This is an optimization exercise on Yosys and OpenROAD, whose aim is small area, a short achievable clock period and few clock cycles per item, not a production implementation. Where RTL was checked, it was by simulation tests only, not by an equivalence proof against the original. Power figures rest on the tool's default switching activity, not on a simulated workload.

== old ==
==> module partition_engine, before the edit <==
module partition_engine (
    input  logic        clk,
    input  logic        rst,
    input  logic        cmd_valid,
    output logic        cmd_ready,
    input  logic [7:0]  cmd_op,
    input  logic [31:0] cmd_region,
    input  logic [31:0] cmd_mask,
    input  logic [3:0]  cmd_m1,
    input  logic [3:0]  cmd_m2,
    output logic        rsp_valid,
    input  logic        rsp_ready,
    output logic [2:0]  rsp_status,
    output logic [3:0]  rsp_module_id,
    output logic [4:0]  live_count,
    output logic [15:0] slot_valid,
    output logic        is_structured,
    output logic [11:0] mu_discovery,
    output logic [11:0] mu_execution,
    output logic [11:0] mu_cost,
    output logic        mu_saturated,
    input  logic [3:0]  rd_id,
    output logic [31:0] rd_region
);
    localparam logic [2:0] ST_OK      = 3'd0;
    localparam logic [2:0] ST_FULL    = 3'd1;
    localparam logic [2:0] ST_BAD_ID  = 3'd2;
    localparam logic [2:0] ST_OVERLAP = 3'd3;
    localparam logic [2:0] ST_EMPTY   = 3'd4;
    localparam logic [2:0] ST_ILLEGAL = 3'd5;
    logic [31:0] own_v;
    logic [3:0]  own_id [32];
    logic [5:0] disc_q;
    logic       sat_q;
    always_comb begin
        for (int b = 0; b < 32; b++) rd_region[b] = own_v[b] && (own_id[b] == rd_id);
    end
    logic [12:0] cost_sum;
    assign mu_discovery = {6'b0, disc_q};
    assign cost_sum     = {1'b0, mu_discovery} + {1'b0, mu_execution};
    assign mu_cost      = cost_sum[12] ? 12'hfff : cost_sum[11:0];
    assign mu_saturated = sat_q | cost_sum[12];
    logic accept;
    assign cmd_ready = !rsp_valid || rsp_ready;
    assign accept    = cmd_valid && cmd_ready;
    logic op_new, op_split, op_merge, op_acc;
    assign op_new   = (cmd_op == 8'h00);
    assign op_split = (cmd_op == 8'h01);
    assign op_merge = (cmd_op == 8'h02);
    assign op_acc   = (cmd_op == 8'h05);
    logic [3:0] free_id;
    logic       any_free;
    always_comb begin
        free_id  = '0;
        any_free = 1'b0;
        for (int k = 15; k >= 0; k--) begin
            if (!slot_valid[k]) begin
                free_id  = 4'(k);
                any_free = 1'b1;
            end
        end
    end
    logic [3:0]  sel_id;
    logic [31:0] psel;
    assign sel_id = cmd_op[1] ? cmd_m2 : cmd_m1;
    always_comb begin
        for (int b = 0; b < 32; b++) psel[b] = own_v[b] && (own_id[b] == sel_id);
    end
    logic overlap, region_zero, split_lo, split_hi, m1_live, m2_live;
    assign overlap     = |(cmd_region & own_v);
    assign region_zero = (cmd_region == '0);
    assign split_lo    = |(psel & cmd_mask);
    assign split_hi    = |(psel & ~cmd_mask);
    assign m1_live     = slot_valid[cmd_m1];
    assign m2_live     = slot_valid[cmd_m2];
    logic new_ok, split_ok, merge_ok;
    logic [2:0] status;
    always_comb begin
        status = ST_OK;
        if (op_new) begin
            if (region_zero)    status = ST_EMPTY;
            else if (overlap)   status = ST_OVERLAP;
            else if (!any_free) status = ST_FULL;
        end else if (op_split) begin
            if (!m1_live)                    status = ST_BAD_ID;
            else if (!any_free)              status = ST_FULL;
            else if (!split_lo || !split_hi) status = ST_EMPTY;
        end else if (op_merge) begin
            if (!m1_live || !m2_live || (cmd_m1 == cmd_m2)) status = ST_BAD_ID;
        end else if (!op_acc) begin
            status = ST_ILLEGAL;
        end
    end
    assign new_ok   = op_new && !region_zero && !overlap && any_free;
    assign split_ok = op_split && m1_live && any_free && split_lo && split_hi;
    assign merge_ok = op_merge && m1_live && m2_live && (cmd_m1 != cmd_m2);
    logic        do_new, do_split, do_merge, do_acc, do_add;
    logic [15:0] free_oh, m2_oh;
    logic [5:0]  pop;
    logic [4:0]  live_inc, live_dec;
    logic [7:0]  inc_exec;
    logic [12:0] exec_sum;
    logic        do_exec;
    assign do_new   = accept && new_ok;
    assign do_split = accept && split_ok;
    assign do_merge = accept && merge_ok;
    assign do_acc   = accept && op_acc;
    assign do_add   = do_new || do_split;
    always_comb begin
        for (int k = 0; k < 16; k++) begin
            free_oh[k] = do_add && (free_id == 4'(k));
            m2_oh[k]   = do_merge && (cmd_m2 == 4'(k));
        end
        pop = '0;
        for (int b = 0; b < 32; b++) pop = pop + 6'(cmd_region[b]);
    end
    assign live_inc = live_count + 5'd1;
    assign live_dec = live_count - 5'd1;
    always_comb begin
        inc_exec = {live_count, 3'b000};
        if (op_split)      inc_exec = 8'd32;
        else if (op_merge) inc_exec = 8'd4;
    end
    assign exec_sum = {1'b0, mu_execution} + {5'b0, inc_exec};
    assign do_exec  = do_split || do_merge || do_acc;
    always_ff @(posedge clk or posedge rst) begin
        if (rst) begin
            rsp_valid     <= 1'b0;
            live_count    <= '0;
            slot_valid    <= '0;
            is_structured <= 1'b0;
            disc_q        <= '0;
            mu_execution  <= '0;
            sat_q         <= 1'b0;
            own_v         <= '0;
        end else begin
            if (cmd_ready) rsp_valid <= cmd_valid;
            if (do_add)        live_count <= live_inc;
            else if (do_merge) live_count <= live_dec;
            slot_valid   <= (slot_valid | free_oh) & ~m2_oh;
            if (do_acc) is_structured <= (live_count >= 5'd2);
            own_v        <= own_v | (cmd_region & {32{do_new}});
            if (do_new) disc_q <= disc_q + pop;
            if (do_exec) mu_execution <= exec_sum[12] ? 12'hfff : exec_sum[11:0];
            sat_q        <= sat_q | (do_exec && exec_sum[12]);
        end
    end
    logic [3:0]  wr_id;
    logic [31:0] wr;
    assign wr_id = op_merge ? cmd_m1 : free_id;
    assign wr    = (cmd_region & {32{do_new}}) | (psel & ((cmd_mask & {32{do_split}}) | {32{do_merge}}));
    always_ff @(posedge clk) begin
        if (accept) begin
            rsp_status    <= status;
            rsp_module_id <= (merge_ok || new_ok || split_ok) ? wr_id : 4'd0;
        end
        for (int b = 0; b < 32; b++) begin
            if (wr[b]) own_id[b] <= wr_id;
        end
    end
endmodule
==> flow/config.mk <==
export PLATFORM = sky130hd
export DESIGN_NAME = partition_engine
export DESIGN_NICKNAME = partition_engine
export VERILOG_FILES = /design/flow/design.v
export SDC_FILE = /design/flow/constraint.sdc
export NUM_CORES = 4
export LEC_CHECK = 0
export CAP_MARGIN = 20
export CELL_PAD_IN_SITES_DETAIL_PLACEMENT = 1
export CELL_PAD_IN_SITES_GLOBAL_PLACEMENT = 2
export CORE_MARGIN = 2
export CORE_UTILIZATION = 40
export PLACE_DENSITY = 0.55
export SETUP_SLACK_MARGIN = 4.6
export SLEW_MARGIN = 20
==> flow/constraint.sdc <==
create_clock -name core_clock -period 10.0 [get_ports {clk}]
set_input_delay 2.0000 -clock core_clock [delete_from_list [all_inputs] [get_ports {clk}]]
set_output_delay 2.0000 -clock core_clock [all_outputs]
set_load 0.01 [all_outputs]
standard.sh (not shown) runs the stock make flow with config.mk's settings and CLKGATE_MAP_FILE= SYNTH_SCRIPT=/design/flow/synth_recipe.tcl, a recipe that flattens the netlist after the stock synthesis.
==> flow/flow/run.sh <==
#!/bin/bash
# Standard layout with two changes: plain buffers (not delay cells) on the ports, and
# no full-adder cell extraction in synthesis (adders are left to ABC's gate mapping).
export BUFFER_PORTS_ARGS="-buffer_cell sky130_fd_sc_hd__buf_2"
export ADDER_MAP_FILE=
bash standard.sh > standard.log 2>&1
old finished every step from synthesis to the final layout, and the layout passed the timing, DRC and antenna checks.
> inputs changed (old -> new)
--- a/flow/design.v
+++ b/flow/design.v
@@ -118,9 +118,9 @@
     assign live_dec = live_count - 5'd1;
     always_comb begin
-        inc_exec = {live_count, 3'b000};
-        if (op_split)      inc_exec = 8'd32;
-        else if (op_merge) inc_exec = 8'd4;
+        if (cmd_op[2])      inc_exec = {live_count, 3'b000};
+        else if (cmd_op[1]) inc_exec = 8'd4;
+        else                inc_exec = 8'd32;
     end
-    assign exec_sum = {1'b0, mu_execution} + {5'b0, inc_exec};
+    assign exec_sum = {{1'b0, mu_execution[11:2]} + {5'b0, inc_exec[7:2]}, mu_execution[1:0]};
     assign do_exec  = do_split || do_merge || do_acc;
     always_ff @(posedge clk or posedge rst) begin
==> comparison <==
- new gives less power than old did.
- Number of distinct standard cells referenced by the synthesized netlist delta for new relative to old: 12% lower
- Of old and new, the run reporting the lower clock group share of total power was old.
- new gives more global-route usage than old did.
- Between new and old, the area of all sequential standard cells figures differ only marginally.
- new against old: via count went down about 1.9%; switching share of total power lost 2.2 points; clock-buffer cell count saw a decrease.
- Looking at routed wire length on met3 across old and new, the one that comes out lower is new.
- new vs old on sequential fraction of design power: new is the higher one.
- The worst-case register-to-register setup slack of new falls short of that of old by 0.08 ns.
- Combinational cell fraction of total power: old and new compared, lower one is new
- Summary: with old as the reference, placeable core area in new moved down by a few percent.
- Of new and old, it is new that has the lower final worst slack.
Testbench counts of new, summed over its fixed seeds: cycles 4,832, items 4,800.
Function not checked in old: the RTL went through the layout flow alone.

-- afterwards: timing with drivers on the ports --
Ports are ideal in the flow. The routed layouts listed here were re-timed in OpenROAD. Step 1 (the two cells are an assumption about what drives the block):
set clk [get_ports {clk}]
set_driving_cell -lib_cell sky130_fd_sc_hd__clkbuf_16 $clk
set_driving_cell -lib_cell sky130_fd_sc_hd__buf_2 [delete_from_list [all_inputs] $clk]
Step 2, shift: input delay + t, output delay - t, t = (earliest + latest rising clock arrival at the registers) / 2. This alone moves slack from input paths to output paths. a / b / c = no drivers / after step 1 / after step 2; a / b = the first two.
run | shift t [ns] | slack for setup (ns) | worst setup path at the end | worst data-port slew with drivers (ns)
old | 0.607 | 4.656 / 4.650 / 4.071 | input to register | 0.07
new | 0.593 | 4.581 / 4.572 / 3.979 | input to register | 0.06
After both steps setup and hold are still met in every run listed. For new, which loses most, drivers alone change the setup slack by -0.009 ns; drivers and shift together by -0.602 ns.
